From an optimization exercise on the open Yosys and OpenROAD flow, aimed at small area; shortcuts taken in it are not production practice. RTL that was checked went through simulation tests only; none was proved equivalent to the original. No activity file was given, so power comes from the tool's default toggle rates.

## sudoku_game
module sudoku_game (
	input logic CLOCK_50,
	input logic resetn,
	input logic [8:0] keys_i,
	output logic [6:0] hex_row_o,
	output logic [6:0] hex_col_o,
	output logic [3:0] cell_digit_o,
	output logic cell_wrong_o,
	output logic solved_o
);
	logic wr;
	logic [3:0] dig;
	logic [8:0] lrow_hit, lcol_hit;
	logic [8:0][3:0] row_pick;
	logic [8:0] row_open;
	logic [3:0] sel_raw;
	cursor_control cursor_control_i (
		.CLOCK_50 (CLOCK_50),
		.resetn (resetn),
		.keys_i (keys_i),
		.solved_i (solved_o),
		.wr_o (wr),
		.dig_o (dig),
		.lrow_hit_o (lrow_hit),
		.lcol_hit_o (lcol_hit),
		.hex_row_o (hex_row_o),
		.hex_col_o (hex_col_o)
	);
	logic fresh_q;
	always_ff @(posedge CLOCK_50 or negedge resetn) begin
		if (!resetn)
			fresh_q <= 1'b1;
		else
			fresh_q <= 1'b0;
	end
	logic wr_en;
	logic [8:0] wrow_n, wcol_n;
	logic [3:0] wdata;
	assign wr_en = wr && (dig == 4'd0 || sel_raw == 4'd0);
	assign wrow_n = ~({9{fresh_q}} | ({9{wr_en}} & lrow_hit));
	assign wcol_n = ~({9{fresh_q}} | lcol_hit);
	assign wdata = fresh_q ? 4'd0 : dig;
	for (genvar r = 0; r < 9; r++) begin : g_row
		sudoku_row #(
			.ROW_INDEX (r)
		) row_i (
			.CLOCK_50 (CLOCK_50),
			.wrow_n_i (wrow_n[r]),
			.wcol_n_i (wcol_n),
			.wdata_i (wdata),
			.col_hit_i (lcol_hit),
			.pick_o (row_pick[r]),
			.open_o (row_open[r])
		);
	end
	board_status board_status_i (
		.CLOCK_50 (CLOCK_50),
		.resetn (resetn),
		.fresh_i (fresh_q),
		.row_pick_i (row_pick),
		.row_open_i (row_open),
		.wr_i (wr),
		.dig_i (dig),
		.row_hit_i (lrow_hit),
		.col_hit_i (lcol_hit),
		.sel_raw_o (sel_raw),
		.solved_o (solved_o),
		.cell_digit_o (cell_digit_o),
		.cell_wrong_o (cell_wrong_o)
	);
endmodule
Size in the first run: about 760 cells after synthesis, about 260 flip-flops, roughly 31 I/O pins, about 0.011 sq mm of cells after synthesis.
export LEC_CHECK = 0
export CAP_MARGIN = 0
export CORE_MARGIN = 2
export CORE_UTILIZATION = 55
export GPL_TIMING_DRIVEN = 0
export SLEW_MARGIN = 0
export SYNTH_HIERARCHICAL = 1
export SYNTH_MINIMUM_KEEP_SIZE = 0
create_clock -name core_clock -period 10.0 [get_ports {CLOCK_50}]
standard.sh (not shown) runs the stock make flow with config.mk's settings and CLKGATE_MAP_FILE= SYNTH_SCRIPT=/design/flow/synth_recipe.tcl, a recipe that flattens the netlist after the stock synthesis.
==> flow/flow/run.sh <==
#!/bin/bash
# Standard layout, with the smallest port buffers and a clock tree of
# small buffers in clusters of up to 8 flip-flops, without dummy loads.
set -e
export BUFFER_PORTS_ARGS="-buffer_cell sky130_fd_sc_hd__buf_1"
export CTS_ARGS="-sink_clustering_enable -repair_clock_nets -dont_use_dummy_load -buf_list sky130_fd_sc_hd__clkbuf_4 -sink_clustering_size 8 -sink_clustering_max_diameter 100"
bash standard.sh > standard.log 2>&1
Edit:
--- a/flow/design.v
+++ b/flow/design.v
@@ -270,13 +270,13 @@
 	input logic CLOCK_50,
 	input logic wrow_n_i,           
 	input logic [8:0] wcol_n_i,     
 	input logic [3:0] wdata_i,
 	input logic [8:0] col_hit_i,    
 	output logic [3:0] pick_o,      
-	output logic open_o             
+	output logic given_o            
 );
 localparam int GRID_N = 9;
 localparam int DIGIT_W = 4;
 localparam int POS_W = 4;
 localparam logic [POS_W-1:0] CURSOR_HOME = 4'd4;
 localparam logic [GRID_N*GRID_N*DIGIT_W-1:0] PUZZLE = {
@@ -310,28 +310,28 @@
 	puzzle_at = PUZZLE[(GRID_N*GRID_N-1-(r*GRID_N+c))*DIGIT_W +: DIGIT_W];
 endfunction
 function automatic logic [3:0] answer_at(input int r, input int c);
 	answer_at = SOLUTION[(GRID_N*GRID_N-1-(r*GRID_N+c))*DIGIT_W +: DIGIT_W];
 endfunction
 	logic [GRID_N-1:0][3:0] cells;
-	logic [GRID_N-1:0] open_col;
+	logic [GRID_N-1:0] given_col;
 	for (genvar c = 0; c < GRID_N; c++) begin : g_c
 		if (puzzle_at(ROW_INDEX, c) != 4'd0) begin : g_given
 			assign cells[c] = puzzle_at(ROW_INDEX, c);
-			assign open_col[c] = 1'b0;
+			assign given_col[c] = 1'b1;
 		end else begin : g_open
 			logic [3:0] q;
 			always_ff @(posedge CLOCK_50) begin
 				if (!(wrow_n_i | wcol_n_i[c]))
 					q <= wdata_i;
 			end
 			assign cells[c] = q;
-			assign open_col[c] = 1'b1;
+			assign given_col[c] = 1'b0;
 		end
 	end
-	assign open_o = |(open_col & col_hit_i);
+	assign given_o = |(given_col & col_hit_i);
 	if (ROW_INDEX == 0) begin : g_pick   
 		logic g0_0;
 		sg_aoi222 u_g0_0 (cells[1][0], col_hit_i[1], cells[2][0], col_hit_i[2], cells[3][0], col_hit_i[3], g0_0);
 		logic g0_1;
 		sg_nand2 u_g0_1 (cells[5][0], col_hit_i[5], g0_1);
 		logic g0_2;
@@ -632,12 +632,20 @@
 	input logic c,
 	input logic d,
 	output logic y
 );
 	assign y = ~(a & b & c & d);
 endmodule
+module sg_and3 (
+	input logic a,
+	input logic b,
+	input logic c,
+	output logic y
+);
+	assign y = a & b & c;
+endmodule
 module sg_nor2 (
 	input logic a,
 	input logic b,
 	output logic y
 );
 	assign y = ~(a | b);
@@ -651,13 +659,13 @@
 `timescale 1ns/1ps
 module board_status (
 	input logic CLOCK_50,
 	input logic resetn,
 	input logic fresh_i,
 	input logic [8:0][3:0] row_pick_i,
-	input logic [8:0] row_open_i,
+	input logic [8:0] row_given_i,
 	input logic [8:0] row_hit_i,
 	input logic [8:0] col_hit_i,
 	input logic wr_i,
 	input logic [3:0] dig_i,
 	output logic [3:0] sel_raw_o,
 	output logic solved_o,
@@ -713,23 +721,24 @@
 		logic [2:0] g;
 		logic y;
 		for (genvar r = 0; r < GRID_N; r++) begin : g_v
 			if (b < 4) begin : g_digit
 				assign v[r] = row_pick_i[r][b];
 			end else begin : g_open
-				assign v[r] = row_open_i[r];
+				assign v[r] = row_given_i[r];
 			end
 		end
 		for (genvar i = 0; i < 3; i++) begin : g_aoi
 			sg_aoi222 u_aoi (v[3*i], row_hit_i[3*i], v[3*i+1], row_hit_i[3*i+1],
 				v[3*i+2], row_hit_i[3*i+2], g[i]);
 		end
-		sg_nand3 u_nand (g[0], g[1], g[2], y);
 		if (b < 4) begin : g_digit_out
+			sg_nand3 u_nand (g[0], g[1], g[2], y);
 			assign sel_raw_o[b] = y;
 		end else begin : g_open_out
+			sg_and3 u_and (g[0], g[1], g[2], y);
 			assign open_cell = y;
 		end
 	end
 	assign sel = fresh_i ? 4'd0 : sel_raw_o;
 	logic fix, unfix, none_wrong;
 	assign fix = wr_i && (dig_i != 4'd0) && (sel_raw_o == 4'd0) && (dig_i == ans);
@@ -862,13 +871,13 @@
 	output logic solved_o
 );
 	logic wr;
 	logic [3:0] dig;
 	logic [8:0] lrow_hit, lcol_hit;
 	logic [8:0][3:0] row_pick;
-	logic [8:0] row_open;
+	logic [8:0] row_given;
 	logic [3:0] sel_raw;
 	cursor_control cursor_control_i (
 		.CLOCK_50 (CLOCK_50),
 		.resetn (resetn),
 		.keys_i (keys_i),
 		.solved_i (solved_o),
@@ -900,21 +909,21 @@
 			.CLOCK_50 (CLOCK_50),
 			.wrow_n_i (wrow_n[r]),
 			.wcol_n_i (wcol_n),
 			.wdata_i (wdata),
 			.col_hit_i (lcol_hit),
 			.pick_o (row_pick[r]),
-			.open_o (row_open[r])
+			.given_o (row_given[r])
 		);
 	end
 	board_status board_status_i (
 		.CLOCK_50 (CLOCK_50),
 		.resetn (resetn),
 		.fresh_i (fresh_q),
 		.row_pick_i (row_pick),
-		.row_open_i (row_open),
+		.row_given_i (row_given),
 		.wr_i (wr),
 		.dig_i (dig),
 		.row_hit_i (lrow_hit),
 		.col_hit_i (lcol_hit),
 		.sel_raw_o (sel_raw),
 		.solved_o (solved_o),
After rerunning:
- first-iteration DRC count goes down by 16%
- utilization barely changes
- worst hold slack loses 13 ps
- cell count goes down by 1.1%
- worst setup slack gains 120 ps
- power goes up by 2.1%
- sequential cell count is unchanged
- clock skew barely changes
- die area barely changes
- critical path depth goes down by 1
No functional check of the RTL was part of the first run of this note.

-- what the ideal ports hide --
In the flow no input, the clock included, has a driving cell. The finished layouts below were timed again as built, in two steps.
Step 1 assumes that a clkbuf_16 drives the clock port and a buf_2 every other input.
Step 2, shift: input delay + t, output delay - t, t = (earliest + latest rising clock arrival at the registers) / 2. This alone moves slack from input paths to output paths.
Three values: ideal, step 1, step 2; two values: the first two.
run	t (ns)	slack for setup (ns)	worst data-port slew with drivers (ns)	cell pins on the clock port's net
the first run	0.664	5.543 / 5.543 / 5.543	0.03	1
the second run	0.656	5.660 / 5.660 / 5.660	0.03	1
After both steps setup and hold are still met in every run listed.
